Background: an optimization exercise with open tools, aiming at small area, a short achievable clock period and few clock cycles per item. Do not read the settings as production practice.
No functional check of the RTL was part of this run.
Power figures rest on the tool's default switching activity, not on a simulated workload.

**design/flow/design.v**
```verilog
module ggc_lane #(
	parameter int TAB_N   = 61,
	parameter int COLOR_W = 6
) (
	input  logic [TAB_N-1:0]         sel,
	input  logic [TAB_N*COLOR_W-1:0] colors,
	output logic [TAB_N-1:0]         used
);
	logic [7:0] hs [TAB_N];
	logic [7:0] lo [TAB_N];
	always_comb begin
		for (int q = 0; q < TAB_N; q++) begin
			for (int d = 0; d < 8; d++) begin
				hs[q][d] = sel[q] && (colors[q*COLOR_W+3 +: 3] == 3'(d));
				lo[q][d] = (colors[q*COLOR_W +: 3] == 3'(d));
			end
		end
		for (int c = 0; c < TAB_N; c++) begin
			used[c] = 1'b0;
			for (int q = 0; q < TAB_N; q++) begin
				if (q >= c) begin
					used[c] = used[c] | (hs[q][c/8] & lo[q][c%8]);
				end
			end
		end
	end
endmodule
module ggc_merge (
	input  logic [62:0] used,
	output logic [5:0]  f0,
	output logic [5:0]  f1
);
	logic [63:0] free;
	logic [63:0] below;    
	logic [63:0] rest;     
	function automatic logic [5:0] lowest(input logic [63:0] x);
		logic [7:0] any;
		logic [2:0] g;
		logic [7:0] grp;
		logic [2:0] i;
		for (int k = 0; k < 8; k++) begin
			any[k] = |x[k*8 +: 8];
		end
		g = 3'd7;
		for (int k = 6; k >= 0; k--) begin
			if (any[k]) begin
				g = 3'(k);
			end
		end
		grp = x[g*8 +: 8];
		i = 3'd7;
		for (int k = 6; k >= 0; k--) begin
			if (grp[k]) begin
				i = 3'(k);
			end
		end
		lowest = {g, i};
	endfunction
	always_comb begin
		free = {1'b1, ~used};
		below[0] = 1'b0;
		for (int c = 1; c < 64; c++) begin
			below[c] = below[c-1] | free[c-1];
		end
		rest = (free & below) | 64'h8000_0000_0000_0000;
		f0 = lowest(free);
		f1 = lowest(rest);
	end
endmodule
module greedy_graph_coloring_core (
	input  logic        clk,
	input  logic        arst_n,
	input  logic        items_valid,
	output logic        items_ready,
	input  logic [63:0] items_neighbours,
	input  logic        items_restart,
	output logic        results_valid,
	input  logic        results_ready,
	output logic [5:0]  results_node_number,
	output logic [5:0]  results_color,
	output logic        results_last,
	input  logic        cfg_valid,
	output logic        cfg_ready,
	input  logic [6:0]  cfg_node_count
);
	localparam int TAB_N = 61;   
	localparam int QCAP  = 5;    
	logic        ready_q;
	logic        take;
	logic [6:0]  count_q;
	logic [5:0]  em1_q;      
	logic [5:0]  ncl_q;      
	logic [2:0]  owed_q;
	logic        pop;
	logic [6:0]  eff_count;
	logic [2:0]  owed_next;
	assign cfg_ready   = 1'b1;
	assign items_ready = ready_q;
	assign take        = items_valid && ready_q;
	always_comb begin
		if (count_q == 7'd0) begin
			eff_count = 7'd1;
		end else if (count_q > 7'd64) begin
			eff_count = 7'd64;
		end else begin
			eff_count = count_q;
		end
	end
	logic        v0_q;
	logic [62:0] row0_q;
	logic        rst0_q;
	logic [5:0]  n0;
	logic        last0;
	assign n0    = rst0_q ? 6'd0 : ncl_q;
	assign last0 = (n0 == em1_q);
	logic        v1_q;
	logic [60:0] m1_q;
	logic        adj1_1_q;
	logic        adj2_1_q;
	logic [5:0]  n1_q;
	logic        last1_q;
	logic        v2_q;
	logic [5:0]  f0_q;
	logic [5:0]  f1_q;
	logic        adj1_2_q;
	logic [5:0]  n2_q;
	logic        last2_q;
	logic [5:0]  hist1_q;    
	logic [5:0]  hist2_q;    
	logic [5:0]  color;
	assign owed_next = owed_q + 3'(take) - 3'(pop);
	always_ff @(posedge clk or negedge arst_n) begin
		if (!arst_n) begin
			ready_q <= 1'b1;
			count_q <= 7'd64;
			em1_q   <= 6'd63;
			ncl_q   <= 6'd0;
			owed_q  <= 3'd0;
			v0_q    <= 1'b0;
			v1_q    <= 1'b0;
			v2_q    <= 1'b0;
		end else begin
			ready_q <= (owed_next < 3'(QCAP)) && !cfg_valid;
			if (cfg_valid) begin
				count_q <= cfg_node_count;
			end
			em1_q <= 6'(eff_count - 7'd1);
			if (v0_q) begin
				ncl_q <= last0 ? 6'd0 : n0 + 6'd1;
			end else if ({1'b0, ncl_q} >= eff_count) begin
				ncl_q <= 6'd0;
			end
			owed_q <= owed_next;
			v0_q   <= take;
			v1_q   <= v0_q;
			v2_q   <= v1_q;
		end
	end
	logic [TAB_N*6-1:0] tab;
	assign tab[5:0] = 6'd0;
	for (genvar q = 1; q < TAB_N; q++) begin : g_tab
		localparam int W = $clog2(q + 1);
		logic [W-1:0] t_q;
		always_ff @(posedge clk) begin
			if (v2_q && n2_q == 6'(q)) begin
				t_q <= color[W-1:0];
			end
		end
		assign tab[q*6 +: 6] = 6'(t_q);
	end
	logic [TAB_N-1:0] sel;
	logic [TAB_N-1:0] used_tab;
	logic             adj1;
	logic             adj2;
	always_comb begin
		for (int q = 0; q < TAB_N; q++) begin
			sel[q] = !rst0_q && (7'(q) + 7'd3 <= {1'b0, ncl_q}) && row0_q[q];
		end
		adj1 = !rst0_q && (ncl_q >= 6'd1) && row0_q[6'(ncl_q - 6'd1)];
		adj2 = !rst0_q && (ncl_q >= 6'd2) && row0_q[6'(ncl_q - 6'd2)];
	end
	ggc_lane #(
		.TAB_N   (TAB_N),
		.COLOR_W (6)
	) u_lane (
		.sel    (sel),
		.colors (tab),
		.used   (used_tab)
	);
	logic [5:0]  c2;
	logic [62:0] used1;
	logic [5:0]  f0;
	logic [5:0]  f1;
	always_comb begin
		c2 = v2_q ? hist1_q : hist2_q;
		used1 = {2'b00, m1_q};
		if (adj2_1_q) begin
			used1 = used1 | (63'd1 << c2);
		end
	end
	ggc_merge u_merge (
		.used (used1),
		.f0   (f0),
		.f1   (f1)
	);
	assign color = (adj1_2_q && hist1_q == f0_q) ? f1_q : f0_q;
	always_ff @(posedge clk) begin
		row0_q   <= items_neighbours[62:0];
		rst0_q   <= items_restart;
		m1_q     <= used_tab;
		adj1_1_q <= adj1;
		adj2_1_q <= adj2;
		n1_q     <= n0;
		last1_q  <= last0;
		f0_q     <= f0;
		f1_q     <= f1;
		adj1_2_q <= adj1_1_q;
		n2_q     <= n1_q;
		last2_q  <= last1_q;
		if (v2_q) begin
			hist1_q <= color;
			hist2_q <= hist1_q;
		end
	end
	logic        out_valid_q;
	logic [5:0]  out_node_q;
	logic [5:0]  out_color_q;
	logic        out_last_q;
	logic [12:0] buf_q [4];
	logic [1:0]  rd_q;
	logic [1:0]  wr_q;
	logic [2:0]  bcnt_q;
	logic        head_free;
	logic        to_head;
	logic        to_buf;
	logic        from_buf;
	logic [12:0] res;
	assign pop       = out_valid_q && results_ready;
	assign head_free = !out_valid_q || results_ready;
	assign res       = {n2_q, color, last2_q};
	assign from_buf  = head_free && (bcnt_q != 3'd0);
	assign to_head   = head_free && (bcnt_q == 3'd0) && v2_q;
	assign to_buf    = v2_q && !to_head;
	always_ff @(posedge clk or negedge arst_n) begin
		if (!arst_n) begin
			out_valid_q <= 1'b0;
			rd_q        <= 2'd0;
			wr_q        <= 2'd0;
			bcnt_q      <= 3'd0;
		end else begin
			if (head_free) begin
				out_valid_q <= from_buf || v2_q;
			end
			if (from_buf) begin
				rd_q <= rd_q + 2'd1;
			end
			if (to_buf) begin
				wr_q <= wr_q + 2'd1;
			end
			bcnt_q <= bcnt_q + 3'(to_buf) - 3'(from_buf);
		end
	end
	always_ff @(posedge clk) begin
		if (from_buf) begin
			{out_node_q, out_color_q, out_last_q} <= buf_q[rd_q];
		end else if (to_head) begin
			{out_node_q, out_color_q, out_last_q} <= res;
		end
		if (to_buf) begin
			buf_q[wr_q] <= res;
		end
	end
	assign results_valid       = out_valid_q;
	assign results_node_number = out_node_q;
	assign results_color       = out_color_q;
	assign results_last        = out_last_q;
endmodule
```
**design/flow/run.sh**
```bash
#!/bin/bash
# synth_recipe.tcl (not shown) runs the flow's synth.tcl, then flattens the netlist and writes it again
# the make line also repeats each setting of config.mk as NAME=value (left out here)
make -C /OpenROAD-flow-scripts/flow DESIGN_CONFIG=/design/flow/config.mk WORK_HOME=/design/flow/orfs CLKGATE_MAP_FILE= SYNTH_SCRIPT=/design/flow/synth_recipe.tcl finish
```
**design/flow/config.mk**
```make
export PLATFORM = sky130hd
export DESIGN_NAME = greedy_graph_coloring_core
export DESIGN_NICKNAME = greedy_graph_coloring_core
export VERILOG_FILES = /design/flow/design.v
export SDC_FILE = /design/flow/constraint.sdc
export NUM_CORES = 4
export LEC_CHECK = 0
export CAP_MARGIN = 20
export CORE_MARGIN = 2
export CORE_UTILIZATION = 25
export SLEW_MARGIN = 20
```
**design/flow/constraint.sdc**
```tcl
create_clock -name core_clock -period 5.0 [get_ports {clk}]
set_input_delay 1.0000 -clock core_clock [delete_from_list [all_inputs] [get_ports {clk}]]
set_output_delay 1.0000 -clock core_clock [all_outputs]
set_load 0.01 [all_outputs]
```
==> run notes <==
[logic make-up after synthesis]
group | share of synthesized area [%]
muxes | 4.867
other | 0.009849
AOI/OAI and AO/OA | 23.40
buffers and inverters | 3.063
DFF | 40.17
adders and majority gates | 0.9859
xor gates and xnor gates | 0.7361
and+or+nand+nor | 26.76
[power by group]
part / internal, mW / total, mW / switching (mW) / leakage [nW]
logic: 1.24 / 2.83 / 1.59 / 10.6
clock network: 3.24 / 5.72 / 2.47 / 1.24
registers: 5.28 / 5.59 / 0.314 / 5.50
total: 9.76 / 14.1 / 4.38 / 17.4
[worst reg2reg max path: cells and delay by family, from the launching register on]
kind	cells	cell delay [ns]
adder cells (fa/ha/maj)	1	0.24
AO/OA/AOI/OAI	1	1.19
AND/OR/NAND/NOR	8	2.56
flip-flops	1	0.46
buffers and inverters	4	0.75
[cells in the mapped netlist, types with 43 or more instances]
library cell	count
nand3_1	184
mux4_2	54
clkbuf_1	151
nand2b_1	52
edfxtp_1	374
nor4_1	87
or3_1	62
o221ai_1	55
o21ai_0	118
nand3b_1	109
a2111oi_0	43
dfxtp_1	160
o22ai_1	347
nand2_1	395
nor3_1	129
nor2b_1	57
nor2_1	461
nand4_1	83
or3b_2	46
a21oi_1	133
a31oi_1	62
a221oi_1	111
inv_1	87
nor3b_1	80
a22oi_1	63
[metrics by stage]
| stage | instance area (um^2) | setup WS [ns] | util, % | TNS (ns) | cells |
|---|---|---|---|---|---|
| after floorplan | 38070 | 0.4698 | - | 0 | 4220 |
| after CTS | 50360 | 0.02234 | 33.23 | 0 | 7076 |
| after global routing | 50620 | -0.1074 | 33.40 | -0.1910 | 7089 |
| after detailed placement | 47740 | -0.1426 | 31.50 | -0.2041 | 6938 |
| final | 50710 | -0.3076 | 33.46 | -0.3076 | 7126 |
| after global placement | 47690 | -0.1811 | 31.47 | -0.4238 | 6937 |
[what timing repair did]
| action | in CTS | in global routing |
|---|---|---|
| resized for setup | 9 | 26 |
| buffers inserted | 3 | 9 |
| pin swaps | 4 | 11 |
| gates cloned | 1 | 0 |
| setup endpoints to repair | 4 | 6 |
[cell type report]
class,instances,area [um^2]
multi-input cells,3360,22350
diodes,40,100.1
repair buffers,904,7535
well taps,2030,2540
clock inverters,38,515.5
inverters,90,337.8
flip-flops and latches,568,15300
clock buffers,96,2037
fillers,15870,100800
[sequential cells by signal, indices dropped and copies added (netlist names), 7 cells and up]
register   cells
count_q        7
row0_q        63
buf_q         52
m1_q          61
g_tab.t_q    303
[routing by layer]
metal | part of all wire, % | up-vias | global-route usage [%]
met1 | 38 | 24600 | 59.33
met3 | 13 | 1232 | 20.95
met5 | 0.12 | - | 0.03079
met2 | 39 | 4337 | 67.70
met4 | 10 | 50 | 40.61
li1 | - | 18510 | -
[worst paths after layout]
path / start / end / slack (ns) / depth (start not counted)
setup reg to reg: ncl_q[1] / m1_q[24] / -0.31 / 14
hold reg to reg: adj1_1_q / adj1_2_q / 0.33 / 0
hold / removal: arst_n / ncl_q[5] / 0.33 / 1
setup / recovery: ncl_q[1] / m1_q[24] / -0.31 / 14
min in group core_clock: adj1_1_q / adj1_2_q / 0.33 / 0
max in group asynchronous: arst_n / v2_q / 4.09 / 1
==> flow_summary_export.csv <==
group,metric,value,unit
clock_network,cts_tree,"yes",
run_status,failed_checks,"setup timing",
pwr,ir_drop,339.4,uV
floorplan,ios,93,
sta,relSlewSlack,6.146,%
sta,finalSetupViolCount,1,
worst_setup_path,cpPeakStageDelay,1.18,ns
synth,yosys.area.top_type,"edfxtp_1",
routing,routed_wirelength,397300,um
worst_setup_path,slowest_stage,"a2111oi_2",
worst_setup_path,arrival,5.93,ns
global_route,grt_pass1_vias,43840,
worst_setup_path,crit_type,"reg -> reg",
worst_setup_path,end_kind,"register",
sta,rsz0062_at_grt,"true",
routing,viasPerCell,6.838,
floorplan,coreArea,151500,um^2
synth,yosys_warnings,5,
synth,ys_seq_area_share,40.17,%
clock_network,cts_hold_buf,0,
pwr,power_leakage,17.39,nW
flow_run,max_cap_viol_count,0,
synth,synthesis.nets,4325,
placement,gp_congestion,1.140,
worst_setup_path,cp_max_fo,6,
synth,synthCells,4220,
clock_network,cts_buffer_depth,3,
clock_network,clock_latency,0.74,ns
routing,wl_per_cell,55.76,um
routing,vias,48730,
sta,hold_ws,0.3255,ns
floorplan,die_y,394.3,um
sta,period_minus_slack,5.308,ns
pwr,p_total,14.14,mW
pwr,power_density,278.9,nW/um^2
sta,finalWorstSetupSlack,-0.3076,ns
synth,synthArstFlopShare,5.986,%
clock_network,clk_pin_slew,0.06,ns
synth,ys_ff_latch,568,
cells_and_area,area_delta_synth_final,33.19,%
cells_and_area,nNetsFinal,5102,
cells_and_area,drive_gt1_share,25.26,%
synth,yosysTopAreaCellShare,29.50,%
clock_network,cts_buffers,73,
synth,synth_edf_count,374,
sta,fin_crit_sh,106.2,%
worst_setup_path,cp.required,5.62,ns
sta,hold_viol_final,0,
global_route,grtUsageTotal,49.31,%
clock_network,cts_sinks,568,
routing,drcViolationCount,0,
clock_network,htreeDepth,3,
sta,fmax,0.1884,GHz
cells_and_area,final_cell_mix,"buf_4, nor2_1, nand2_1",
clock_network,root_buffer,"clkbuf_16",
synth,ys_types,110,
synth,yosys-top-cells-area,"edfxtp_1, dfxtp_1, o22ai_1",
worst_setup_path,path_cells,"ha_1 > nor2_1 > buf_4 > nand2_1 > buf_4 > nand3_1 > nor2_1 > buf_4 > and3_1 > a2111oi_2 > nand2_1 > nor3_1 > nand4_1 > buf_4",
global_route,grt_pass1_wl,493200,um
min_path,hp-class,"in -> async",
placement,hpwl,328100,um
cells_and_area,final_common_cell,"buf_4",
worst_setup_path,cpMostUsedCell,"buf_4",
worst_setup_path,critical-path-top-delay-family,"simple AND/OR/NAND/NOR gates",
floorplan,die_w,394.3,um
worst_setup_path,path_buf_inv,4,
routing,firstDrtPassIters,9,
global_route,grt_max_degree,66,
placement,io_buffer_count,90,
floorplan,fp.dieArea,155400,um^2
floorplan,start_util,25.12,%
run_status,status,"complete, but fails checks",
routing,drtIter0Drc,8884,
global_route,overflow,0,
routing,postRouteAntennaNets,0,
sta,worstMarginPinSlew,1.405,ns
synth,avgSynthCellArea,9.022,um^2
synth,synthFlopType,"edfxtp_1",
sta,finalClockSkew,0.03288,ns
synth,synth_area,38070,um^2
floorplan,row_count,143,
global_route,antenna_found_initial,87,
worst_setup_path,start_kind,"register",
sta,maxSlewViolCount,0,

==> what the ideal ports hide <==
Ports are ideal in the flow. The routed layout listed here was re-timed in OpenROAD.
Step 1: set_driving_cell puts a clkbuf_16 on clk and a buf_2 on each other input, an assumption about the parent block.
Step 2, shift: input delay + t, output delay - t, t = (earliest + latest rising clock arrival at the registers) / 2. This alone moves slack from input paths to output paths.
Slacks: ideal ports / drivers / drivers and shift; pairs: ideal ports / drivers.
shift t [ns]: 0.812
setup slack, ns: -0.308 / -0.308 / -0.308
worst slew at a driven data input, ns: 0.08
The setup slack of this run moves by 0.000 ns with the drivers and by 0.000 ns with both steps.
